This is an optimization exercise on Yosys and OpenROAD, whose aim is small area, not a production implementation. Only simulation tests tie the RTL to the original design; equivalence was not proved. No activity file was given, so power comes from the tool's default toggle rates.

File: flow/flow/run.sh
#!/bin/bash
# The standard layout (standard.sh), with these ORFS variables changed:
#  - ABC_LOAD_IN_FF: synthesis sizes gates for a 2 fF load instead of 5 fF;
#  - CTS_ARGS: large sink clusters, clkbuf_4/clkbuf_8 only, no dummy loads;
#  - BUFFER_PORTS_ARGS: every port still gets a buffer, a plain buf_2.
# The whole make output goes to standard_flow.log; ORFS's per-step logs are under orfs/logs.
set -euo pipefail
bash standard.sh \
  ABC_LOAD_IN_FF=2 \
  "CTS_ARGS=-sink_clustering_enable -repair_clock_nets -dont_use_dummy_load -sink_clustering_size 14 -sink_clustering_max_diameter 60 -buf_list {sky130_fd_sc_hd__clkbuf_4 sky130_fd_sc_hd__clkbuf_8}" \
  "BUFFER_PORTS_ARGS=-buffer_cell sky130_fd_sc_hd__buf_2" \
  finish > standard_flow.log 2>&1
File: flow/standard.sh
#!/bin/bash
# synth_recipe.tcl (not shown) runs the flow's synth.tcl, then flattens the netlist and writes it again
# the make line also repeats each setting of config.mk as NAME=value (left out here)
make -C /OpenROAD-flow-scripts/flow DESIGN_CONFIG=/design/flow/config.mk WORK_HOME=/design/flow/orfs CLKGATE_MAP_FILE= SYNTH_SCRIPT=/design/flow/synth_recipe.tcl "${@:-finish}"
File: flow/config.mk
export PLATFORM = sky130hd
export DESIGN_NAME = branch_predictor
export DESIGN_NICKNAME = branch_predictor
export VERILOG_FILES = /design/flow/design.v
export SDC_FILE = /design/flow/constraint.sdc
export NUM_CORES = 4
export LEC_CHECK = 0
export CAP_MARGIN = 10
export CORE_MARGIN = 2
export CORE_UTILIZATION = 55
export SETUP_SLACK_MARGIN = 0.3
export SLEW_MARGIN = 10
export SYNTH_HIERARCHICAL = 1
export SYNTH_MINIMUM_KEEP_SIZE = 0
File: flow/constraint.sdc
create_clock -name core_clock -period 8.0 [get_ports {clk}]
set_input_delay 1.6000 -clock core_clock [delete_from_list [all_inputs] [get_ports {clk}]]
set_output_delay 1.6000 -clock core_clock [all_outputs]
set_load 0.01 [all_outputs]
File: flow/design.v
`default_nettype none
module bp_a222oi (input wire a1, a2, b1, b2, c1, c2, output wire y);
    assign y = ~((a1 & a2) | (b1 & b2) | (c1 & c2));
endmodule
module bp_a22oi (input wire a1, a2, b1, b2, output wire y);
    assign y = ~((a1 & a2) | (b1 & b2));
endmodule
module bp_nand4 (input wire a, b, c, d, output wire y);
    assign y = ~(a & b & c & d);
endmodule
module bp_nand3 (input wire a, b, c, output wire y);
    assign y = ~(a & b & c);
endmodule
module bp_nor3 (input wire a, b, c, output wire y);
    assign y = ~(a | b | c);
endmodule
module bp_rd32 (
    input  wire [31:0] sel,
    input  wire [31:0] d,
    output wire        yn
);
    wire [10:0] z;    
    wire [2:0]  o;    
    genvar j;
    generate
        for (j = 0; j < 10; j++) begin : g_tri
            bp_a222oi u (.a1(sel[3*j]), .a2(d[3*j]), .b1(sel[3*j+1]), .b2(d[3*j+1]),
                         .c1(sel[3*j+2]), .c2(d[3*j+2]), .y(z[j]));
        end
    endgenerate
    bp_a22oi u_last (.a1(sel[30]), .a2(d[30]), .b1(sel[31]), .b2(d[31]), .y(z[10]));
    bp_nand4 u_o0 (.a(z[0]), .b(z[1]), .c(z[2]), .d(z[3]), .y(o[0]));
    bp_nand4 u_o1 (.a(z[4]), .b(z[5]), .c(z[6]), .d(z[7]), .y(o[1]));
    bp_nand3 u_o2 (.a(z[8]), .b(z[9]), .c(z[10]), .y(o[2]));
    bp_nor3  u_out (.a(o[0]), .b(o[1]), .c(o[2]), .y(yn));
endmodule
module branch_predictor (
    input  logic                clk,
    input  logic                rstn,
    input  logic [31:0]         pc_IF,
    output logic                predict_IF,
    output logic [31:0]         pred_target_IF,
    input  logic                record_we,
    input  logic [4:0]          record_pc,
    input  logic [24:0]         record_tag,
    input  logic                record_data,
    input  logic [31:0]         record_target
);
    localparam int DEPTH = 32;
    logic [DEPTH-1:0] c1, c0, t0;
    logic [24:0]      tag [DEPTH];
    logic [31:1]      th  [DEPTH];
    logic [DEPTH-1:0] lsel, rsel;
    always_comb begin
        for (int i = 0; i < DEPTH; i++) begin
            lsel[i] = (pc_IF[6:2] == i[4:0]);
            rsel[i] = (record_pc  == i[4:0]);
        end
    end
    logic [DEPTH-1:0] tag_b [25];
    logic [DEPTH-1:0] tgt_b [32];
    always_comb begin
        for (int i = 0; i < DEPTH; i++) begin
            for (int b = 0; b < 25; b++) tag_b[b][i] = tag[i][b];
            tgt_b[0][i] = t0[i];
            for (int b = 1; b < 32; b++) tgt_b[b][i] = th[i][b];
        end
    end
    logic        l_c1n;
    logic [24:0] l_tagn, r_tagn;
    logic [31:0] l_tgtn;
    logic        r_c1n, r_c0n, r_t0n;
    bp_rd32 u_l_c1 (.sel(lsel), .d(c1), .yn(l_c1n));
    bp_rd32 u_r_c1 (.sel(rsel), .d(c1), .yn(r_c1n));
    bp_rd32 u_r_c0 (.sel(rsel), .d(c0), .yn(r_c0n));
    bp_rd32 u_r_t0 (.sel(rsel), .d(t0), .yn(r_t0n));
    genvar g;
    generate
        for (g = 0; g < 25; g++) begin : g_tag
            bp_rd32 u_l (.sel(lsel), .d(tag_b[g]), .yn(l_tagn[g]));
            bp_rd32 u_r (.sel(rsel), .d(tag_b[g]), .yn(r_tagn[g]));
        end
        for (g = 0; g < 32; g++) begin : g_tgt
            bp_rd32 u_l (.sel(lsel), .d(tgt_b[g]), .yn(l_tgtn[g]));
        end
    endgenerate
    logic lhit;
    assign lhit           = ~l_c1n && (~l_tagn == pc_IF[31:7]);
    assign predict_IF     = lhit;
    assign pred_target_IF = lhit ? ~l_tgtn : 32'h0;
    logic r_c1, r_c0, r_t0, r_hit;
    logic n_c1, n_c0, n_t0;
    assign r_c1  = ~r_c1n;
    assign r_c0  = ~r_c0n;
    assign r_t0  = ~r_t0n;
    assign r_hit = (r_c1 | r_t0) && (~r_tagn == record_tag);
    always_comb begin
        n_c1 = r_c1; n_c0 = r_c0; n_t0 = r_t0;
        if (record_data) begin
            if (r_hit) begin
                n_c1 = r_c1 | r_c0;
                n_c0 = r_c1 | ~r_c0;
            end else begin
                n_c1 = 1'b1;
                n_c0 = 1'b0;
            end
            n_t0 = n_c1 ? record_target[0] : 1'b1;
        end else if (r_hit) begin
            n_c1 = r_c1 & r_c0;
            n_c0 = r_c1 & ~r_c0;
            n_t0 = n_c1 ? r_t0 : 1'b1;
        end
    end
    always_ff @(posedge clk or negedge rstn) begin
        if (!rstn) begin
            c1 <= '0;
            t0 <= '0;
        end else if (record_we) begin
            c1[record_pc] <= n_c1;
            t0[record_pc] <= n_t0;
        end
    end
    always_ff @(posedge clk) begin
        if (record_we) begin
            c0[record_pc] <= n_c0;
            if (record_data) begin
                tag[record_pc] <= record_tag;
                th[record_pc]  <= record_target[31:1];
            end
        end
    end
endmodule
`default_nettype wire
==> results.yml, run 1 <==
detailed_routing:
  top_layer_used: "met5"
  met3_length_mm: 37.8
  wl_mm: 259
  wl_met1_mm: 90.6
  drt-vias-per-instance: 8.08
  route.met2.wl_mm: 114
  wl_per_cell_um: 43.0
  dr.first_iter.drc_count: 12100
  drt_first_pass_iters: 14
  drc: 0
  ant_nets: 0
  dr_total_vias: 48800
global_routing:
  grt-ovfl-total: 0
  gr-usage-all-layers_pct: 38.9
  antenna_found_initial: 13
  grt_max_degree: 65
  grt_pass1_vias: 46600
  grt_pass1_wl_mm: 356
layout:
  area_delta_synth_final_pct: 10.7
  ff_latch_area_um2: 56400
  n_fill_cell: 9353
  final_nets: 4403
  multiInputGateArea_um2: 15300
  drive_gt1_share_pct: 14.9
synth:
  avgSynthCellArea_um2: 18.6
  yosysMostFrequentCell: "edfxtp_1"
  synthesis.area_um2: 71100
  synth_area_leaders: "edfxtp_1 (77%), a222oi_1 (12%), dfrtp_1 (2.3%)"
  synthArstFlopShare_pct: 3.39
  synth_cell_types: 51
  postSynthNetCount: 3927
  synth_commonest_cells: "edfxtp_1 (1824), a222oi_1 (860), nand4_1 (190), nor2_1 (163), nand3_1 (109)"
  ys_ff_latch: 1888
  ys_seq_area_share_pct: 79.3
  synth-simple-area-share_pct: 4.93
  yosysWarningCount: 11
  synthAdderAreaFrac_pct: 0.123
  synth_xor_area_share_pct: 0.662
  netlist.area_leader.share_pct: 77.0
  syn-instance-count: 3822
  yosysTopAreaCell: "edfxtp_1"
  synth_top_family_by_area: "compound AO/OA/AOI/OAI gates"
  synth_compound_area_share_pct: 14.6
  muxShareOfSynthArea_pct: 0
  ys.flop_type: "edfxtp_1"
  synth_edf_count: 1824
cts:
  clk_pin_slew_ns: 0.09
  cts_inserted_buffers: 162
  worst_skew_pair.late_latency_ns: 0.95
  clock_path_buffers: 3
  cts_max_level: 4
  cts_tree: "yes"
  root_buffer: "clkbuf_8"
  cts-hold-fix-buffers: 0
  cts_sinks: 1888
timing:
  finalCritPeriodShare_pct: 96.4
  fin_tns_setup_ns: 0
  clock_skew_ns: 0.0708
  slew_headroom_pct: 1.53
  tightest_slew_ns: 1.48
  whs_ns: 0.515
  slew_viol_final: 0
  hold_violations: 0
  max_freq_mhz: 130
  fin_crit_ns: 7.71
  finalSetupViolCount: 0
  rsz0062_at_grt: "no"
floorplan:
  die_area_um2: 132000
  initial_core_util_pct: 55.6
  fp-row-count: 131
  num_io_pins: 131
  die_w_um: 364
  core_um2: 128000
  dieHeight_um: 364
setup_path:
  end_kind: "output pin"
  arrival_ns: 6.11
  critPathLaunchType: "primary input"
  path_buf_inv: 5
  cp_max_fo: 33
  critPathKind: "primary input to output pin"
  crit_required_ns: 6.40
  crit_top_cell: "buf_4"
  crit_chain: "buf_2 -> or3_1 -> nor2_4 -> buf_4 -> a222oi_1 -> nand4_1 -> nor3_1 -> xnor2_1 -> nor4_2 -> buf_4 -> nand4_1 -> buf_4 -> nor2_1 -> buf_2"
  r2r_setup_slack_ns: 3.72
  slowest_stage: "nor2_4"
  path_delay_family: "simple AND/OR/NAND/NOR gates"
  slowest_delay_ns: 1.09
placement:
  gp_congestion: 0.914
  io_buffers: 128
  dp_hpwl_mm: 150
power:
  p_leak_nw: 23.9
  peakVddDrop_mv: 0.182
  power_density_nw_per_um2: 215
min_path:
  hp-class: "register to register"
job:
  cap_viol_max_count: 1
outcome:
  outcome: "failed layout checks"
  checkFailReasons: "capacitance limit"
[worst paths after layout]
kind,depth (start not counted),from,to
min,2,c1[16],c1[16]
min in group asynchronous,2,rstn,c1[25]
max,14,pc_IF[3],pred_target_IF[24]
max reg2reg,9,tag[6][24],c0[1]
max in group asynchronous,2,rstn,t0[10]
min reg2reg,2,c1[16],c1[16]
[layout by cell type, fill, tap and decap left out, types with 10 or more instances in the layout]
cell type,n
edfxtp_1,1824
a222oi_1,860
buf_4,212
nand4_1,190
clkbuf_8,162
buf_2,128
nand3_1,109
nor2_4,95
nor3_1,91
a22oi_1,86
o21ai_0,83
nor2_1,69
dfrtp_1,64
nand2_1,57
xor2_1,33
o31ai_1,31
o21ai_1,29
or4_1,26
buf_12,22
xnor2_1,17
o311ai_1,13
o311ai_0,11
diode_2,10
[through the flow]
step                cell area [um2]  setup WS, ns  utilization, %  cells  total power [mW]
floorplan                     71100         0.896               -   3822              11.7
global placement              76300         0.327            59.6   5846              12.3
detailed placement            76300         0.119            59.6   5846              12.3
CTS                           78600         0.301            61.4   6016              16.9
global route                  78700         0.306            61.5   6030              17.3
finish                        78800         0.286            61.5   6035              16.9
[Yosys stat by module, one instance, submodules excluded, excerpt]
module	cells inside	flops+latches	area (um2)	copies in the design
bp_nand4	1	0	6.26	172
branch_predictor	2532	1888	59900	1
bp_nor3	1	0	5.00	86
bp_nand3	1	0	5.00	86
bp_a222oi	1	0	10.0	860
bp_a22oi	1	0	7.51	86
[routing by layer]
metal	track usage, %	up-vias
met5	0	-
met4	21.2	6
met3	9.87	891
met2	58.0	4411
met1	52.8	24600
li1	-	18800
[sequential cells by signal, summed over array words and instances (netlist names)]
register / flops
tag: 800
c0: 32
t0: 32
c1: 32
th: 992
[worst reg2reg max path: cells and delay by family, from the launching register on]
kind	cells	cell delay, ns
simple gates	5	2.37
compound gates	2	0.53
flops	1	0.40
xor+xnor	1	0.40
buf+inv	1	0.26
[cells by family (layout without fill, tap and decap cells)]
| group | after synthesis | in the layout |
|---|---|---|
| simple gates | 678 | 683 |
| other cells | 0 | 10 |
| flops | 1888 | 1888 |
| buf+inv | 63 | 532 |
| xor+xnor | 52 | 52 |
| fa+ha+maj | 7 | 7 |
| compound gates | 1134 | 1134 |
[layout make-up]
type	instances	share of cell area, %
Antenna cell	10	0.0318
Clock buffer	162	2.83
Inverter	8	0.0381
Multi-Input combinational cell	1876	19.4
Sequential cell	1888	71.6
Tap cell	1729	2.75
Timing Repair Buffer	362	3.39
[repair_timing]
item,in CTS,in global routing
pin swaps,6,2
hold endpoints to repair,0,0
setup buffers,4,8
endpoints found under the setup margin,33,33
gates resized for setup,3,3
cloned,4,1
[report_power, final]
| part | total [mW] | switching (mW) | internal, mW | leakage, nW |
|---|---|---|---|---|
| Sequential | 11.1 | 0.101 | 11.0 | 17.3 |
| Clock | 4.82 | 3.01 | 1.81 | 1.16 |
| Combinational | 1.04 | 0.768 | 0.274 | 5.50 |
==> inputs of run 2 (changes only) <==
--- a/flow/config.mk
+++ b/flow/config.mk
@@ -9,3 +9,3 @@
 export CORE_MARGIN = 2
-export CORE_UTILIZATION = 55
+export CORE_UTILIZATION = 65
 export SETUP_SLACK_MARGIN = 0.3
==> results.yml, run 2 <==
synth:
  ys_ff_latch: 1888
  ys_seq_area_share_pct: 79.3
  synthesis.area_um2: 71100
  postSynthNetCount: 3927
  synth_edf_count: 1824
  syn-instance-count: 3822
  synth_cell_types: 51
  yosysWarningCount: 11
  synth_commonest_cells: "edfxtp_1 (1824), a222oi_1 (860), nand4_1 (190), nor2_1 (163), nand3_1 (109)"
  avgSynthCellArea_um2: 18.6
  synth_area_leaders: "edfxtp_1 (77%), a222oi_1 (12%), dfrtp_1 (2.3%)"
  yosysMostFrequentCell: "edfxtp_1"
  ys.flop_type: "edfxtp_1"
  yosysTopAreaCell: "edfxtp_1"
  netlist.area_leader.share_pct: 77.0
  synthArstFlopShare_pct: 3.39
cts:
  cts_sinks: 1888
  cts_max_level: 4
  cts_inserted_buffers: 158
  cts_tree: "yes"
  root_buffer: "clkbuf_8"
  clock_path_buffers: 3
  clk_pin_slew_ns: 0.09
  cts-hold-fix-buffers: 0
  worst_skew_pair.late_latency_ns: 0.91
  post_cts_resized: 0
  postCtsSetupBuffers: 0
setup_path:
  crit_required_ns: 6.40
  path_buf_inv: 5
  slowest_stage: "nor2_4"
  critPathKind: "primary input to output pin"
  path_delay_family: "simple AND/OR/NAND/NOR gates"
  crit_chain: "buf_2 -> nand2b_1 -> buf_4 -> nor2_4 -> buf_4 -> a222oi_1 -> nand4_1 -> nor3_1 -> xor2_1 -> nand4_1 -> nor3_1 -> nand4_1 -> buf_4 -> nor2_1 -> buf_2"
  end_kind: "output pin"
  arrival_ns: 6.11
  critPathLaunchType: "primary input"
  slowest_delay_ns: 1.05
  cp_max_fo: 23
global_routing:
  grt_pass1_vias: 47400
  antenna_found_initial: 14
  gr-usage-all-layers_pct: 42.1
  grt_max_degree: 65
  grt-ovfl-total: 0
  grt_pass1_wl_mm: 331
timing:
  clock_skew_ns: 0.0837
  finalSetupViolCount: 0
  whs_ns: 0.517
  tightest_slew_ns: 1.38
  fin_crit_ns: 7.71
  fin_ws_ns: 0.293
  hold_violations: 0
  slew_headroom_pct: 7.89
  max_freq_mhz: 130
  fin_tns_setup_ns: 0
  rsz0062_at_grt: "no"
  slew_viol_final: 0
  finalCritPeriodShare_pct: 96.3
power:
  total_power_mw: 16.8
  p_leak_nw: 23.6
  power_density_nw_per_um2: 216
  peakVddDrop_mv: 0.188
placement:
  placedInstanceArea_um2: 75600
  gp_congestion: 0.963
  io_buffers: 128
  dp_hpwl_mm: 139
  dp.cells: 5498
  place_ws_ns: 0.572
floorplan:
  core_um2: 109000
  fp-row-count: 121
  die_area_um2: 112000
  die_w_um: 335
  num_io_pins: 131
  dieHeight_um: 335
  initial_core_util_pct: 65.4
layout:
  drive_gt1_share_pct: 13.8
  ff_latch_area_um2: 56400
  postLayoutCoreUtil_pct: 71.6
  n_fill_cell: 6736
  fin_area_um2: 77800
  layout_common_cells: "edfxtp_1 (1824), a222oi_1 (860), nand4_1 (190)"
  layoutNonFillerInstCount: 5666
  reg_top3: "th: 992 flops, tag: 800 flops"
  area_delta_synth_final_pct: 9.39
  final_nets: 4349
  mostFrequentLayoutCell: "edfxtp_1"
  regMostFlops: "th"
  multiInputGateArea_um2: 15200
  largest_register_ff_count: 992
detailed_routing:
  wl_per_cell_um: 42.2
  dr.first_iter.drc_count: 12800
  wl_mm: 239
  drt-vias-per-instance: 8.58
  ant_nets: 0
  drc: 0
  drt_first_pass_iters: 14
  dr_total_vias: 48600
outcome:
  outcome: "finished clean"
min_path:
  hp-class: "register to register"
job:
  cap_viol_max_count: 0
run 2: cell count changes in the layout (fill, tap and decap cells not counted), moves of 2 or more:
| cell | change |
|---|---|
| buf_12 | -10 |
| buf_4 | -35 |
| clkbuf_8 | -4 |
| nor2_2 | -4 |
| nor3_1 | +3 |
| nor3_2 | -2 |
| o21ai_1 | -2 |
| o21ai_2 | +2 |
run 2: area by class of cell:
cell class | instances | share of cell area, %
Sequential cell | 1888 | 72.5
Multi-Input combinational cell | 1871 | 19.5
Timing Repair Buffer | 317 | 2.84
Clock buffer | 158 | 2.80
Tap cell | 1414 | 2.27
Inverter | 8 | 0.0386
Antenna cell | 10 | 0.0322
run 2: report_power, final:
group | total (mW) | internal, mW | switching (mW) | leakage, nW
registers | 11.1 | 11.0 | 0.103 | 17.3
logic | 1.01 | 0.264 | 0.745 | 5.21
clock network | 4.71 | 1.76 | 2.95 | 1.14
run 2: kinds of logic after synthesis:
logic type | synth area share [%]
flip-flops | 79.3
buffers and inverters | 0.380
AND/OR/NAND/NOR | 4.93
XOR/XNOR | 0.662
AO/OA/AOI/OAI | 14.6
adder cells (fa/ha/maj) | 0.123
run 2: final timing paths:
kind,from,endpoint,slack [ns],cells after the start
worst max-delay path,pc_IF[6],pred_target_IF[24],0.29,15
min in group asynchronous,rstn,t0[6],0.90,2
worst max register to register,tag[12][24],c0[19],3.70,8
worst min-delay path,t0[10],t0[10],0.52,2
max in group asynchronous,rstn,c1[6],6.49,2
worst min register to register,t0[10],t0[10],0.52,2
run 2: modules after synthesis, one instance, submodules excluded, a selection:
module / cell area, um2 / cells
branch_predictor: 59900 / 2532
bp_a222oi: 10.0 / 1
bp_a22oi: 7.51 / 1
bp_nand4: 6.26 / 1
bp_nand3: 5.00 / 1
bp_nor3: 5.00 / 1
run 2: layer usage:
layer	vias up	share of wire (%)	GRT usage (%)
met5	-	0.042	0
met2	5055	44	62.1
met1	23700	32	56.3
met3	1052	17	12.4
met4	14	6.9	25.1
li1	18700	-	-
run 2: worst reg2reg max path: cells and delay by family (launching register included):
family | cells | cell delay [ns]
AO/OA/AOI/OAI | 2 | 0.64
AND/OR/NAND/NOR | 5 | 2.44
flip-flops | 1 | 0.40
XOR/XNOR | 1 | 0.54
==> inputs of run 3 (changes only) <==
--- a/flow/design.v
+++ b/flow/design.v
@@ -52,3 +52,3 @@
     logic [31:1]      th  [DEPTH];
-    logic [DEPTH-1:0] lsel, rsel;
+    logic [DEPTH-1:0] lsel, rsel, tsel;
     always_comb begin
@@ -56,3 +56,4 @@
             lsel[i] = (pc_IF[6:2] == i[4:0]);
-            rsel[i] = (record_pc  == i[4:0]);
+            rsel[i] = record_we && (record_pc == i[4:0]);
+            tsel[i] = rsel[i] && record_data;
         end
@@ -117,5 +118,9 @@
             t0 <= '0;
-        end else if (record_we) begin
-            c1[record_pc] <= n_c1;
-            t0[record_pc] <= n_t0;
+        end else begin
+            for (int i = 0; i < DEPTH; i++) begin
+                if (rsel[i]) begin
+                    c1[i] <= n_c1;
+                    t0[i] <= n_t0;
+                end
+            end
         end
@@ -123,7 +128,7 @@
     always_ff @(posedge clk) begin
-        if (record_we) begin
-            c0[record_pc] <= n_c0;
-            if (record_data) begin
-                tag[record_pc] <= record_tag;
-                th[record_pc]  <= record_target[31:1];
+        for (int i = 0; i < DEPTH; i++) begin
+            if (rsel[i]) c0[i] <= n_c0;
+            if (tsel[i]) begin
+                tag[i] <= record_tag;
+                th[i]  <= record_target[31:1];
             end
--- a/flow/flow/run.sh
+++ b/flow/flow/run.sh
@@ -3,4 +3,5 @@
 #  - ABC_LOAD_IN_FF: synthesis sizes gates for a 2 fF load instead of 5 fF;
-#  - CTS_ARGS: large sink clusters, clkbuf_4/clkbuf_8 only, no dummy loads;
-#  - BUFFER_PORTS_ARGS: every port still gets a buffer, a plain buf_2.
+#  - CTS_ARGS: sink clusters of up to 14 flip-flops, clkbuf_4/clkbuf_8 only, no dummy loads;
+#  - BUFFER_PORTS_ARGS: every port still gets a buffer, a plain buf_2;
+#  - SKIP_GATE_CLONING: timing repair sizes and buffers but does not clone gates.
 # The whole make output goes to standard_flow.log; ORFS's per-step logs are under orfs/logs.
@@ -11,2 +12,3 @@
   "BUFFER_PORTS_ARGS=-buffer_cell sky130_fd_sc_hd__buf_2" \
+  SKIP_GATE_CLONING=1 \
   finish > standard_flow.log 2>&1
--- a/flow/config.mk
+++ b/flow/config.mk
@@ -7,3 +7,3 @@
 export LEC_CHECK = 0
-export CAP_MARGIN = 10
+export CAP_MARGIN = 20
 export CORE_MARGIN = 2
@@ -11,3 +11,3 @@
 export SETUP_SLACK_MARGIN = 0.3
-export SLEW_MARGIN = 10
+export SLEW_MARGIN = 20
 export SYNTH_HIERARCHICAL = 1
==> results.yml, run 3 <==
outcome:
  outcome: "finished clean"
global_routing:
  grt-ovfl-total: 0
  gr-usage-met1_pct: 56.3
  met2_usage_pct: 63.4
  grt_pass1_vias: 46700
  gr-usage-all-layers_pct: 42.9
  grt_max_degree: 65
  antenna_found_initial: 14
  grt_pass1_wl_mm: 333
  use_met3_pct: 13.3
  busiest_layer: "met2"
cts:
  clock_path_buffers: 3
  cts_sinks: 1888
  cts-hold-fix-buffers: 0
  cts_inserted_buffers: 155
  root_buffer: "clkbuf_8"
  post_cts_resized: 0
  cts_max_level: 4
  clk_pin_slew_ns: 0.07
  cts_tree: "yes"
  postCtsSetupBuffers: 0
  worst_skew_pair.late_latency_ns: 0.89
timing:
  slew_headroom_pct: 14.2
  hold_violations: 0
  slew_viol_final: 0
  fin_tns_setup_ns: 0
  finalCritPeriodShare_pct: 96.6
  clock_skew_ns: 0.0782
  max_freq_mhz: 129
  finalSetupViolCount: 0
  rsz0062_at_grt: "no"
  tightest_slew_ns: 1.28
  fin_crit_ns: 7.73
layout:
  reg_top3: "th: 992 flops, tag: 800 flops"
  largest_register_ff_count: 992
  area_delta_synth_final_pct: 9.49
  mostFrequentLayoutCell: "edfxtp_1"
  regMostFlops: "th"
  final_nets: 4313
  layoutNonFillerInstCount: 5624
  drive_gt1_share_pct: 13.9
  layout_common_cells: "edfxtp_1 (1824), a222oi_1 (860), buf_4 (189)"
  postLayoutCoreUtil_pct: 71.9
min_path:
  hold_start: "c1[2]"
  min_to: "c1[2]"
  hp-class: "register to register"
  hold_depth: 2
power:
  power_switching_mw: 3.63
  pwr-share-seq_pct: 66.8
  p_int_mw: 12.9
  clkPwrFrac_pct: 28.0
  p_leak_nw: 23.9
  p_comb_share_pct: 5.2
  peakVddDrop_mv: 0.170
  total_power_mw: 16.6
  p_sw_share_pct: 21.9
  power_density_nw_per_um2: 214
setup_path:
  r2r_setup_slack_ns: 3.81
  crit_required_ns: 6.40
  rr_worst_depth: 8
  critPathKind: "primary input to output pin"
  reg2reg_from: "tag[15][5]"
  timing.rr.end: "t0[23]"
  arrival_ns: 6.13
  cp_max_fo: 33
  end_kind: "output pin"
  critical_path.startpoint: "pc_IF[2]"
  critPathLaunchType: "primary input"
synth:
  synth_edf_count: 1824
  yosysWarningCount: 15
  ys.flop_type: "edfxtp_1"
  synth_cell_types: 37
  synthesis.area_um2: 70600
  postSynthNetCount: 3860
  netlist.area_leader.share_pct: 77.5
  synthArstFlopShare_pct: 3.39
  synth_area_leaders: "edfxtp_1 (78%), a222oi_1 (12%), dfrtp_1 (2.3%)"
  synth_xor_area_share_pct: 0.620
  synth_top_family_by_area: "compound AO/OA/AOI/OAI gates"
  yosysTopAreaCell: "edfxtp_1"
  muxShareOfSynthArea_pct: 0
  ys_ff_latch: 1888
  synth_compound_area_share_pct: 14.3
  syn-instance-count: 3762
  synth-simple-area-share_pct: 4.80
  yosysMostFrequentCell: "edfxtp_1"
  synth_commonest_cells: "edfxtp_1 (1824), a222oi_1 (860), nand4_1 (181), nor2_1 (135), nand2_1 (100)"
  synthAdderAreaFrac_pct: 0
  avgSynthCellArea_um2: 18.8
  ys_seq_area_share_pct: 79.8
floorplan:
  core_um2: 108000
  fp-row-count: 120
  dieHeight_um: 334
  initial_core_util_pct: 65.7
  die_area_um2: 111000
  num_io_pins: 131
  die_w_um: 334
detailed_routing:
  drt_first_pass_iters: 13
  drc: 0
  dr.first_iter.drc_count: 12400
  wl_per_cell_um: 42.9
  ant_nets: 0
  wl_mm: 241
  dr_total_vias: 48200
  drt-vias-per-instance: 8.56
placement:
  dp_hpwl_mm: 138
  io_buffers: 128
  gp_congestion: 0.961
  dp.cells: 5459
job:
  cap_viol_max_count: 0
run 3: changes by cell type in the layout (fill, tap and decap cells not counted), moves of 27 or more:
cell,before,now
a211oi_1,0,33
a21oi_1,2,33
and3_4,0,32
nand2_1,58,100
nor2_1,69,103
nor2_4,94,32
o211ai_1,0,32
o21ai_0,83,33
o21ai_1,27,0
o31ai_1,31,0
run 3: layout make-up:
class / count / area [um2]
Timing Repair Buffer: 343 / 2590
Clock buffer: 155 / 2130
Inverter: 35 / 131
Tap cell: 1403 / 1760
Sequential cell: 1888 / 56400
Multi-Input combinational cell: 1792 / 14300
Fill cell: 6527 / 30200
Antenna cell: 8 / 20.0
run 3: routing by layer:
| metal | wire length, um | up-vias |
|---|---|---|
| li1 | - | 18400 |
| met1 | 75800 | 23600 |
| met2 | 105000 | 5088 |
| met3 | 41900 | 1004 |
| met4 | 18100 | 18 |
| met5 | 163 | - |
run 3: worst max path at each step:
| stage | end | depth (start not counted) |
|---|---|---|
| final | pred_target_IF[0] | 13 |
| after global routing | pred_target_IF[14] | 15 |
| after CTS | pred_target_IF[14] | 14 |
| after detailed placement | pred_target_IF[14] | 14 |
| after global placement | pred_target_IF[0] | 13 |
| after floorplan | pred_target_IF[22] | 11 |
run 3: stage by stage:
step | area [um2] | setup slack [ns] | hold WS [ns]
floorplan | 70600 | 0.923 | 0.486
global route | 77300 | 0.302 | 0.567
detailed placement | 75100 | 0.544 | 0.528
global placement | 75100 | 0.600 | 0.510
CTS | 77300 | 0.530 | 0.542
finish | 77300 | 0.273 | 0.555
run 3: kinds of logic after synthesis:
kind of cell	after synthesis
flops	1888
buf+inv	82
xor+xnor	50
simple gates	662
compound gates	1080
run 3: per-module statistics from Yosys (local to each module, per instance), a selection:
module | flip-flops and latches | copies in the design | cells inside
bp_a222oi | 0 | 860 | 1
bp_a22oi | 0 | 86 | 1
bp_nand3 | 0 | 86 | 1
bp_nand4 | 0 | 172 | 1
bp_nor3 | 0 | 86 | 1
branch_predictor | 1888 | 1 | 2472
run 3: power by group through the flow:
stage	sequential [mW]	clock, mW	combinational (mW)
2_1_floorplan	11.3	0	0.388
3_3_place_gp	11.3	0	0.792
3_5_place_dp	11.3	0	0.824
4_1_cts	11.1	4.63	0.825
5_1_grt	11.1	4.97	0.896
6_report	11.1	4.64	0.863
run 3: worst max-delay path: stages:
cell      delay [ns]
buf_2           0.11
nand2b_1        0.52
nor2_4          1.11
buf_4           0.32
a222oi_1        0.10
nand4_1         0.17
nor3_1          0.09
xnor2_1         0.19
nor4_1          0.81
nand4_1         0.31
buf_12          0.28
nor2_1          0.26
buf_2           0.19
==> inputs of run 4 (changes only) <==
==> flow/flow/run.sh (replaced) <==
#!/bin/bash
# The standard layout (standard.sh), with these ORFS variables changed:
#  - ABC_LOAD_IN_FF: synthesis sizes gates for a 2 fF load instead of 5 fF;
#  - CTS_ARGS: sink clusters of up to 16 flip-flops, clkbuf_4/clkbuf_8 only, no dummy loads;
#  - BUFFER_PORTS_ARGS: every port still gets a buffer, a plain buf_2;
#  - SKIP_GATE_CLONING: timing repair sizes and buffers but does not clone gates.
# The whole make output goes to standard_flow.log; ORFS's per-step logs are under orfs/logs.
set -euo pipefail
bash standard.sh \
  ABC_LOAD_IN_FF=2 \
  "CTS_ARGS=-sink_clustering_enable -repair_clock_nets -dont_use_dummy_load -sink_clustering_size 16 -sink_clustering_max_diameter 60 -buf_list {sky130_fd_sc_hd__clkbuf_4 sky130_fd_sc_hd__clkbuf_8}" \
  "BUFFER_PORTS_ARGS=-buffer_cell sky130_fd_sc_hd__buf_2" \
  SKIP_GATE_CLONING=1 \
  finish > standard_flow.log 2>&1
--- a/flow/config.mk
+++ b/flow/config.mk
@@ -7,7 +7,7 @@
 export LEC_CHECK = 0
-export CAP_MARGIN = 20
+export CAP_MARGIN = 10
 export CORE_MARGIN = 2
-export CORE_UTILIZATION = 65
+export CORE_UTILIZATION = 72
 export SETUP_SLACK_MARGIN = 0.3
-export SLEW_MARGIN = 20
+export SLEW_MARGIN = 10
 export SYNTH_HIERARCHICAL = 1
==> results.yml, run 4 <==
outcome:
  outcome: "finished clean"
timing:
  rsz0062_at_grt: "no"
  finalCritPeriodShare_pct: 96.3
  max_freq_mhz: 130
  fin_tns_setup_ns: 0
  clock_skew_ns: 0.0803
  fin_ws_ns: 0.297
  finalSetupViolCount: 0
  fin_crit_ns: 7.70
  slew_viol_final: 0
  tightest_slew_ns: 1.25
  slew_headroom_pct: 16.6
  hold_violations: 0
detailed_routing:
  drc: 0
  drt_first_pass_iters: 14
  ant_nets: 0
  dr_total_vias: 49000
  wl_mm: 237
  dr.first_iter.drc_count: 15000
  drt-vias-per-instance: 8.98
  wl_per_cell_um: 43.4
floorplan:
  die_w_um: 317
  fp-row-count: 114
  dieHeight_um: 317
  core_um2: 97000
  initial_core_util_pct: 72.8
  die_area_um2: 101000
  num_io_pins: 131
power:
  total_power_mw: 16.4
  p_leak_nw: 23.7
  power_density_nw_per_um2: 214
  peakVddDrop_mv: 0.217
synth:
  synth_commonest_cells: "edfxtp_1 (1824), a222oi_1 (860), nand4_1 (181), nor2_1 (135), nand2_1 (100)"
  yosysWarningCount: 15
  syn-instance-count: 3762
  avgSynthCellArea_um2: 18.8
  synth_cell_types: 37
  synth_area_leaders: "edfxtp_1 (78%), a222oi_1 (12%), dfrtp_1 (2.3%)"
  yosysMostFrequentCell: "edfxtp_1"
  synth_edf_count: 1824
  ys_seq_area_share_pct: 79.8
  netlist.area_leader.share_pct: 77.5
  synthArstFlopShare_pct: 3.39
  ys_ff_latch: 1888
  yosysTopAreaCell: "edfxtp_1"
  postSynthNetCount: 3860
  ys.flop_type: "edfxtp_1"
  synthesis.area_um2: 70600
cts:
  cts_sinks: 1888
  clock_path_buffers: 3
  cts_inserted_buffers: 143
  cts_tree: "yes"
  cts_max_level: 4
  cts-hold-fix-buffers: 0
  clk_pin_slew_ns: 0.10
  root_buffer: "clkbuf_8"
  worst_skew_pair.late_latency_ns: 0.89
setup_path:
  arrival_ns: 6.10
  critPathKind: "primary input to output pin"
  slowest_stage: "nor2_4"
  cp_max_fo: 32
  rr_worst_depth: 9
  crit_required_ns: 6.40
  slowest_delay_ns: 0.93
  critPathLaunchType: "primary input"
  crit_chain: "buf_2 -> or2_2 -> nor2_4 -> a222oi_1 -> nand3_1 -> nor3_1 -> xor2_1 -> nand4_1 -> nor3_1 -> nand4_1 -> buf_4 -> nor2_1 -> buf_2"
  end_kind: "output pin"
global_routing:
  gr-usage-all-layers_pct: 47.2
  grt_max_degree: 65
  antenna_found_initial: 15
  grt-ovfl-total: 0
  grt_pass1_vias: 47800
  grt_pass1_wl_mm: 329
placement:
  gp_congestion: 0.989
  io_buffers: 128
  place_ws_ns: 0.693
  placedInstanceArea_um2: 74600
  dp_hpwl_mm: 133
layout:
  final_nets: 4266
  area_delta_synth_final_pct: 8.52
  fin_area_um2: 76700
  layout_common_cells: "edfxtp_1 (1824), a222oi_1 (860), nand4_1 (181)"
  drive_gt1_share_pct: 12.8
  reg_top3: "th: 992 flops, tag: 800 flops"
  regMostFlops: "th"
  largest_register_ff_count: 992
  mostFrequentLayoutCell: "edfxtp_1"
min_path:
  hp-class: "register to register"
  hold_depth: 2
job:
  cap_viol_max_count: 0
## run 4: cell counts after synthesis
Identical to the previous run, type by type.
## run 4: cell families (layout without fill, tap and decap cells)
logic type / after synthesis / after routing / synth area share [%]
flip-flops: 1888 / 1888 / 79.8
AO/OA/AOI/OAI: 1080 / 1080 / 14.3
buffers and inverters: 82 / 486 / 0.487
AND/OR/NAND/NOR: 662 / 662 / 4.80
other: 0 / 17 / 0
XOR/XNOR: 50 / 50 / 0.620
## run 4: path summary, 6_finish.rpt
| path | to | slack, ns | startpoint |
|---|---|---|---|
| setup / recovery | pred_target_IF[7] | 0.30 | pc_IF[3] |
| hold / removal | c1[0] | 0.54 | c1[0] |
| setup reg to reg | t0[17] | 4.30 | tag[15][12] |
| hold reg to reg | c1[0] | 0.54 | c1[0] |
| max in group asynchronous | c1[4] | 6.41 | rstn |
| min in group asynchronous | c1[20] | 0.96 | rstn |
## run 4: cell type report
class	count	area [um2]
clock buffer	143	1970
timing repair buffer	308	2200
antenna	17	42.5
inverter	35	131
fill	5137	20300
tap	1276	1600
sequential	1888	56400
multi-input combinational	1792	14300
## run 4: power breakdown
group          switching [mW]  internal (mW)  leakage, nW
clock network            2.83           1.60         1.03
logic                   0.635          0.242         5.42
registers              0.0946           11.0         17.2
total                    3.56           12.8         23.7
## run 4: per-module statistics from Yosys, one instance, submodules excluded, a selection
module            flip-flops and latches  cells  area [um2]  times used
bp_nor3                                0      1        5.00          86
branch_predictor                    1888   2472       59400           1
bp_a222oi                              0      1        10.0         860
bp_nand4                               0      1        6.26         172
bp_a22oi                               0      1        7.51          86
bp_nand3                               0      1        5.00          86
## run 4: critical path, delay by kind of cell
| kind | cells | cell delay (ns) |
|---|---|---|
| AND/OR/NAND/NOR | 8 | 2.87 |
| XOR/XNOR | 1 | 0.61 |
| AO/OA/AOI/OAI | 1 | 0.29 |
| buffers and inverters | 3 | 0.66 |
## run 4: what timing repair did
action                                  in CTS  in global routing
endpoints found under the hold margin        0                  0
endpoints found under the setup margin       0                 30
buffers inserted                             0                  1
resized for setup                            0                  2
## run 4: per-layer routing
metal	wire (um)	track usage, %	vias up
met5	251	0	-
met4	19300	31.3	10
met3	45700	17.5	1347
met2	102000	67.9	6021
met1	69900	61.1	23300
li1	-	-	18400
## run 4: through the flow
step | std cells | util (%) | hold WS, ns
after global routing | 5448 | 79.0 | 0.583
final | 5459 | 79.0 | 0.544
after CTS | 5441 | 79.0 | 0.542
after floorplan | 3762 | - | 0.486
after detailed placement | 5298 | 76.9 | 0.519
after global placement | 5298 | 76.9 | 0.506
==> inputs of run 5 (changes only) <==
==> flow/flow/run.sh (replaced) <==
#!/bin/bash
# The standard layout (standard.sh), with these ORFS variables changed:
#  - ABC_LOAD_IN_FF: synthesis sizes gates for a 2 fF load instead of 5 fF;
#  - CTS_ARGS: sink clusters of up to 18 flip-flops, clkbuf_4/clkbuf_8 only, no dummy loads;
#  - BUFFER_PORTS_ARGS: every port still gets a buffer, a plain buf_2;
#  - SKIP_GATE_CLONING: timing repair sizes and buffers but does not clone gates.
# The whole make output goes to standard_flow.log; ORFS's per-step logs are under orfs/logs.
set -euo pipefail
bash standard.sh \
  ABC_LOAD_IN_FF=2 \
  "CTS_ARGS=-sink_clustering_enable -repair_clock_nets -dont_use_dummy_load -sink_clustering_size 18 -sink_clustering_max_diameter 60 -buf_list {sky130_fd_sc_hd__clkbuf_4 sky130_fd_sc_hd__clkbuf_8}" \
  "BUFFER_PORTS_ARGS=-buffer_cell sky130_fd_sc_hd__buf_2" \
  SKIP_GATE_CLONING=1 \
  finish > standard_flow.log 2>&1
--- a/flow/config.mk
+++ b/flow/config.mk
@@ -7,3 +7,3 @@
 export LEC_CHECK = 0
-export CAP_MARGIN = 10
+export CAP_MARGIN = 20
 export CORE_MARGIN = 2
@@ -11,3 +11,3 @@
 export SETUP_SLACK_MARGIN = 0.3
-export SLEW_MARGIN = 10
+export SLEW_MARGIN = 20
 export SYNTH_HIERARCHICAL = 1
==> results.yml, run 5 <==
detailed_routing:
  dr.first_iter.drc_count: 13700
  drc: 0
  drt_first_pass_iters: 15
  drt-vias-per-instance: 8.98
  dr_total_vias: 48900
  ant_nets: 0
  wl_per_cell_um: 43.3
  wl_mm: 236
power:
  p_sw_share_pct: 21.7
  p_comb_share_pct: 5.4
  p_int_mw: 12.7
  peakVddDrop_mv: 0.213
  p_leak_nw: 23.6
  pwr-share-seq_pct: 68.2
  clkPwrFrac_pct: 26.5
  power_density_nw_per_um2: 212
  power_switching_mw: 3.53
synth:
  synth_area_leaders: "edfxtp_1 (78%), a222oi_1 (12%), dfrtp_1 (2.3%)"
  synth_cell_types: 37
  yosysTopAreaCell: "edfxtp_1"
  ys.flop_type: "edfxtp_1"
  yosysMostFrequentCell: "edfxtp_1"
  avgSynthCellArea_um2: 18.8
  synth_edf_count: 1824
  yosysWarningCount: 15
  syn-instance-count: 3762
  synth_commonest_cells: "edfxtp_1 (1824), a222oi_1 (860), nand4_1 (181), nor2_1 (135), nand2_1 (100)"
  netlist.area_leader.share_pct: 77.5
  ys_seq_area_share_pct: 79.8
  postSynthNetCount: 3860
  synthesis.area_um2: 70600
  synthArstFlopShare_pct: 3.39
  ys_ff_latch: 1888
floorplan:
  dieHeight_um: 317
  die_area_um2: 101000
  die_w_um: 317
  fp-row-count: 114
  core_um2: 97000
  num_io_pins: 131
  initial_core_util_pct: 72.8
layout:
  reg_top3: "th: 992 flops, tag: 800 flops"
  regMostFlops: "th"
  mostFrequentLayoutCell: "edfxtp_1"
  layoutNonFillerInstCount: 5447
  largest_register_ff_count: 992
  final_nets: 4256
  layout_common_cells: "edfxtp_1 (1824), a222oi_1 (860), nand4_1 (181)"
  area_delta_synth_final_pct: 8.32
  drive_gt1_share_pct: 12.6
setup_path:
  crit_required_ns: 6.40
  timing.rr.end: "c0[8]"
  critPathLaunchType: "primary input"
  reg2reg_from: "c0[0]"
  end_kind: "output pin"
  arrival_ns: 6.08
  critPathKind: "primary input to output pin"
  r2r_setup_slack_ns: 4.27
  cp_max_fo: 32
  rr_worst_depth: 9
cts:
  clk_pin_slew_ns: 0.06
  clock_path_buffers: 3
  cts_inserted_buffers: 133
  root_buffer: "clkbuf_8"
  cts_max_level: 4
  cts_tree: "yes"
  worst_skew_pair.late_latency_ns: 0.91
  cts_sinks: 1888
placement:
  io_buffers: 128
  gp_congestion: 0.989
  dp.cells: 5298
  place_ws_ns: 0.680
  dp_hpwl_mm: 133
min_path:
  hold_start: "c1[19]"
  hp-class: "register to register"
  hold_depth: 2
  min_to: "c1[19]"
timing:
  rsz0062_at_grt: "no"
  slew_viol_final: 0
  slew_headroom_pct: 13.2
  hold_violations: 0
  fin_crit_ns: 7.68
  tightest_slew_ns: 1.30
  fin_ws_ns: 0.319
  max_freq_mhz: 130
  finalCritPeriodShare_pct: 96.0
  clock_skew_ns: 0.0784
  fin_tns_setup_ns: 0
  finalSetupViolCount: 0
global_routing:
  grt_pass1_vias: 47500
  antenna_found_initial: 15
  gr-usage-all-layers_pct: 46.9
  grt_max_degree: 65
  grt_pass1_wl_mm: 327
  grt-ovfl-total: 0
job:
  cap_viol_max_count: 0
outcome:
  outcome: "finished clean"
run 5: per-module statistics from Yosys, one instance, submodules excluded, excerpt:
module / cells inside / cell area [um2] / flops+latches / times used
bp_a222oi: 1 / 10.0 / 0 / 860
branch_predictor: 2472 / 59400 / 1888 / 1
bp_nor3: 1 / 5.00 / 0 / 86
bp_a22oi: 1 / 7.51 / 0 / 86
bp_nand3: 1 / 5.00 / 0 / 86
bp_nand4: 1 / 6.26 / 0 / 172
run 5: layout make-up:
cell class	instances	area, um2
antenna	15	37.5
tap	1276	1600
timing repair buffer	308	2200
clock buffer	133	1830
multi-input combinational	1792	14300
fill	5175	20500
sequential	1888	56400
inverter	35	131
run 5: worst max-delay path by stage:
stage / start / end / slack (ns) / depth (start not counted)
3_3_place_gp: pc_IF[2] / pred_target_IF[1] / 0.78 / 14
4_1_cts: pc_IF[3] / pred_target_IF[7] / 0.65 / 14
6_report: pc_IF[2] / pred_target_IF[18] / 0.32 / 14
2_1_floorplan: pc_IF[5] / pred_target_IF[22] / 0.92 / 11
5_1_grt: pc_IF[2] / pred_target_IF[7] / 0.31 / 14
3_5_place_dp: pc_IF[3] / pred_target_IF[7] / 0.68 / 14
run 5: cell families (layout without fill, tap and decap cells):
| logic type | Yosys count | in the layout | share of synthesized area (%) |
|---|---|---|---|
| xor gates and xnor gates | 50 | 50 | 0.620 |
| AOI/OAI and AO/OA | 1080 | 1080 | 14.3 |
| DFF | 1888 | 1888 | 79.8 |
| buffers and inverters | 82 | 476 | 0.487 |
| and+or+nand+nor | 662 | 662 | 4.80 |
| other | 0 | 15 | 0 |
run 5: critical path: stages:
cell,delay (ns)
buf_2,0.13
nand2b_1,0.58
nor2_4,0.31
buf_4,0.33
a222oi_1,0.40
nand4_1,0.23
nor3_1,0.29
xor2_1,0.66
nand4_1,0.16
nor3_1,0.37
nand4_1,0.18
buf_4,0.34
nor2_1,0.21
buf_2,0.16
run 5: metal layers:
layer | wire length [um] | vias to the layer above | global-route usage (%)
li1 | - | 18300 | -
met1 | 69600 | 23200 | 60.4
met2 | 101000 | 5993 | 67.3
met3 | 45300 | 1332 | 17.7
met4 | 19500 | 10 | 31.6
met5 | 72 | - | 0
run 5: through the flow:
stage / power, mW / instance area (um2) / util (%) / hold WS (ns)
2_1_floorplan: 11.6 / 70600 / - / 0.486
5_1_grt: 16.6 / 76500 / 78.9 / 0.573
3_5_place_dp: 12.1 / 74600 / 76.9 / 0.519
4_1_cts: 16.1 / 76400 / 78.8 / 0.542
6_report: 16.2 / 76500 / 78.9 / 0.541
3_3_place_gp: 12.0 / 74600 / 76.9 / 0.506
run 5: power by group through the flow:
stage	Combinational [mW]	Sequential [mW]	Clock, mW
2_1_floorplan	0.388	11.3	0
3_3_place_gp	0.779	11.3	0
3_5_place_dp	0.819	11.3	0
4_1_cts	0.821	11.1	4.26
5_1_grt	0.897	11.1	4.59
6_report	0.873	11.1	4.30
run 5: timing repair:
item,4_1_cts,5_1_grt
setup buffers,0,1
endpoints found under the hold margin,0,0
setup endpoints to repair,0,29
hold buffers,0,0
resized for setup,0,1
==> inputs of run 6 (changes only) <==
--- a/flow/flow/run.sh
+++ b/flow/flow/run.sh
@@ -4,3 +4,3 @@
 #  - CTS_ARGS: sink clusters of up to 18 flip-flops, clkbuf_4/clkbuf_8 only, no dummy loads;
-#  - BUFFER_PORTS_ARGS: every port still gets a buffer, a plain buf_2;
+#  - BUFFER_PORTS_ARGS: every port still gets a buffer, a plain buf_1;
 #  - SKIP_GATE_CLONING: timing repair sizes and buffers but does not clone gates.
@@ -11,3 +11,3 @@
   "CTS_ARGS=-sink_clustering_enable -repair_clock_nets -dont_use_dummy_load -sink_clustering_size 18 -sink_clustering_max_diameter 60 -buf_list {sky130_fd_sc_hd__clkbuf_4 sky130_fd_sc_hd__clkbuf_8}" \
-  "BUFFER_PORTS_ARGS=-buffer_cell sky130_fd_sc_hd__buf_2" \
+  "BUFFER_PORTS_ARGS=-buffer_cell sky130_fd_sc_hd__buf_1" \
   SKIP_GATE_CLONING=1 \
==> results.yml, run 6 <==
floorplan:
  num_io_pins: 131
  fp-row-count: 114
  core_um2: 97000
  initial_core_util_pct: 72.8
  die_area_um2: 101000
  dieHeight_um: 317
  die_w_um: 317
synth:
  yosysTopAreaCell: "edfxtp_1"
  ys_ff_latch: 1888
  synthesis.area_um2: 70600
  syn-instance-count: 3762
  avgSynthCellArea_um2: 18.8
  ys.flop_type: "edfxtp_1"
  yosysMostFrequentCell: "edfxtp_1"
  synth_cell_types: 37
  postSynthNetCount: 3860
  synth_area_leaders: "edfxtp_1 (78%), a222oi_1 (12%), dfrtp_1 (2.3%)"
  yosysWarningCount: 15
  synth_edf_count: 1824
  netlist.area_leader.share_pct: 77.5
  synthArstFlopShare_pct: 3.39
  ys_seq_area_share_pct: 79.8
  synth_commonest_cells: "edfxtp_1 (1824), a222oi_1 (860), nand4_1 (181), nor2_1 (135), nand2_1 (100)"
timing:
  fin_crit_ns: 7.73
  fin_ws_ns: 0.270
  clock_skew_ns: 0.0899
  max_freq_mhz: 129
  hold_violations: 0
  slew_viol_final: 0
  fin_tns_setup_ns: 0
  tightest_slew_ns: 1.28
  slew_headroom_pct: 15.0
  finalCritPeriodShare_pct: 96.6
  finalSetupViolCount: 0
  rsz0062_at_grt: "no"
cts:
  root_buffer: "clkbuf_8"
  cts_max_level: 3
  cts_sinks: 1888
  worst_skew_pair.late_latency_ns: 0.92
  clock_path_buffers: 3
  clk_pin_slew_ns: 0.10
  cts_inserted_buffers: 121
  cts_tree: "yes"
power:
  power_switching_mw: 3.49
  power_density_nw_per_um2: 209
  p_sw_share_pct: 21.7
  peakVddDrop_mv: 0.225
  p_comb_share_pct: 5.4
  pwr-share-seq_pct: 69.0
  p_int_mw: 12.6
  total_power_mw: 16.0
  p_leak_nw: 23.4
  clkPwrFrac_pct: 25.6
layout:
  reg_top3: "th: 992 flops, tag: 800 flops"
  mostFrequentLayoutCell: "edfxtp_1"
  drive_gt1_share_pct: 11.2
  area_delta_synth_final_pct: 8.49
  largest_register_ff_count: 992
  final_nets: 4292
  n_fill_cell: 5124
  layoutNonFillerInstCount: 5479
  regMostFlops: "th"
  layout_common_cells: "edfxtp_1 (1824), a222oi_1 (860), buf_4 (209)"
placement:
  dp.cells: 5335
  gp_congestion: 0.988
  io_buffers: 128
  place_ws_ns: 0.0431
  dp_hpwl_mm: 133
setup_path:
  reg2reg_from: "tag[15][7]"
  end_kind: "output pin"
  crit_required_ns: 6.40
  critical_path.startpoint: "pc_IF[6]"
  critPathLaunchType: "primary input"
  arrival_ns: 6.13
  critPathKind: "primary input to output pin"
  cp_max_fo: 32
detailed_routing:
  wl_per_cell_um: 43.4
  wl_mm: 238
  dr.first_iter.drc_count: 15000
  drt-vias-per-instance: 8.98
  drt_first_pass_iters: 14
  ant_nets: 0
  drc: 0
  dr_total_vias: 49200
global_routing:
  grt_max_degree: 65
  gr-usage-all-layers_pct: 47.1
  grt_pass1_wl_mm: 329
  grt_pass1_vias: 47400
  grt-ovfl-total: 0
  antenna_found_initial: 9
min_path:
  hp-class: "register to register"
  hold_start: "c1[11]"
outcome:
  outcome: "finished clean"
job:
  cap_viol_max_count: 0
[run 6: cell counts after synthesis]
Identical to the previous run, type by type.
[run 6: logic make-up after synthesis]
kind of cell | Yosys count | synth area share [%]
flops | 1888 | 79.8
compound gates | 1080 | 14.3
simple gates | 662 | 4.80
buf+inv | 82 | 0.487
xor+xnor | 50 | 0.620
[run 6: worst max-delay path: stages]
cell,delay (ns)
buf_1,0.16
or3_1,0.58
nor2_4,0.97
buf_4,0.35
a222oi_1,0.12
nand4_1,0.19
nor3_1,0.08
xnor2_1,0.79
nor4_1,0.17
nand4_1,0.17
buf_4,0.52
nor2_1,0.14
buf_1,0.17
[run 6: per-stage QoR]
stage / instance area (um2) / hold WS (ns) / util [%]
floorplan: 70600 / 0.486 / -
global placement: 74600 / 0.514 / 76.9
detailed placement: 74700 / 0.525 / 77.0
CTS: 76300 / 0.544 / 78.7
global route: 76600 / 0.571 / 79.0
finish: 76600 / 0.557 / 79.0
[run 6: repair_timing]
| item | CTS | global route |
|---|---|---|
| endpoints found under the setup margin | 33 | 32 |
| gates resized for setup | 1 | 3 |
| hold endpoints to repair | 0 | 0 |
| cloned | 0 | 0 |
| pin swaps | 0 | 1 |
| setup buffers | 0 | 5 |
| hold buffers | 0 | 0 |
[run 6: final timing paths]
check / to / slack (ns) / cells past startpoint
worst min register to register: c1[11] / 0.56 / 2
max in group asynchronous: t0[15] / 6.38 / 2
min in group asynchronous: c1[18] / 1.00 / 2
worst max-delay path: pred_target_IF[18] / 0.27 / 13
worst min-delay path: c1[11] / 0.56 / 2
worst max register to register: t0[15] / 4.37 / 8
[run 6: final cells by class]
type | instances | area (um2) | area share [%]
multi-input cells | 1792 | 14300 | 18.7
repair buffers | 356 | 2490 | 3.25
clock buffers | 121 | 1670 | 2.17
well taps | 1276 | 1600 | 2.08
inverters | 35 | 133 | 0.173
flip-flops and latches | 1888 | 56400 | 73.6
diodes | 11 | 27.5 | 0.0359
[run 6: power groups by stage]
stage	Combinational, mW	Sequential, mW	Clock (mW)
after floorplan	0.388	11.3	0
after global placement	0.780	11.3	0
after detailed placement	0.816	11.3	0
after CTS	0.818	11.1	4.07
after global routing	0.898	11.1	4.39
final	0.874	11.1	4.10
[run 6: per-layer routing]
metal / routed length, um / GRT usage (%)
met3: 46100 / 17.3
met1: 68900 / 61.8
met4: 20700 / 32.5
met2: 102000 / 66.6
met5: 103 / 0
[run 6: per-module statistics from Yosys (local to each module, per instance), a selection]
module | cells | area [um2]
bp_nand4 | 1 | 6.26
bp_a222oi | 1 | 10.0
bp_nor3 | 1 | 5.00
branch_predictor | 2472 | 59400
bp_a22oi | 1 | 7.51
bp_nand3 | 1 | 5.00

## port drivers added, routing unchanged
The flow's constraints put no driver on any port. The routed layouts listed below were extracted and timed again, unchanged, in two steps. Step 1 assumes that a clkbuf_16 drives the clock port and a buf_2 every other input. Step 2 moves the port delays by t, midway between the first and last clock arrival at a register: inputs arrive t later, outputs are due t later. That takes back most of the time a late clock gives input paths. Three values: ideal ports, drivers, drivers and shift; two values: the first two.
| run | shift t [ns] | slack for setup (ns) | hold WS [ns] |
|---|---|---|---|
| run 1 | 0.999 | 0.286 / 0.227 / 0.227 | 0.515 / 0.515 / 0.515 |
| run 2 | 0.948 | 0.293 / 0.274 / 0.274 | 0.517 / 0.517 / 0.517 |
| run 3 | 0.920 | 0.273 / 0.185 / 0.185 | 0.555 / 0.555 / 0.555 |
| run 4 | 0.931 | 0.297 / 0.264 / 0.264 | 0.544 / 0.544 / 0.544 |
| run 5 | 0.947 | 0.319 / 0.276 / 0.276 | 0.541 / 0.541 / 0.541 |
| run 6 | 0.930 | 0.270 / 0.174 / 0.174 | 0.557 / 0.557 / 0.557 |
For run 6, which loses most, drivers alone change the setup slack by -0.096 ns; drivers and shift together by -0.096 ns.
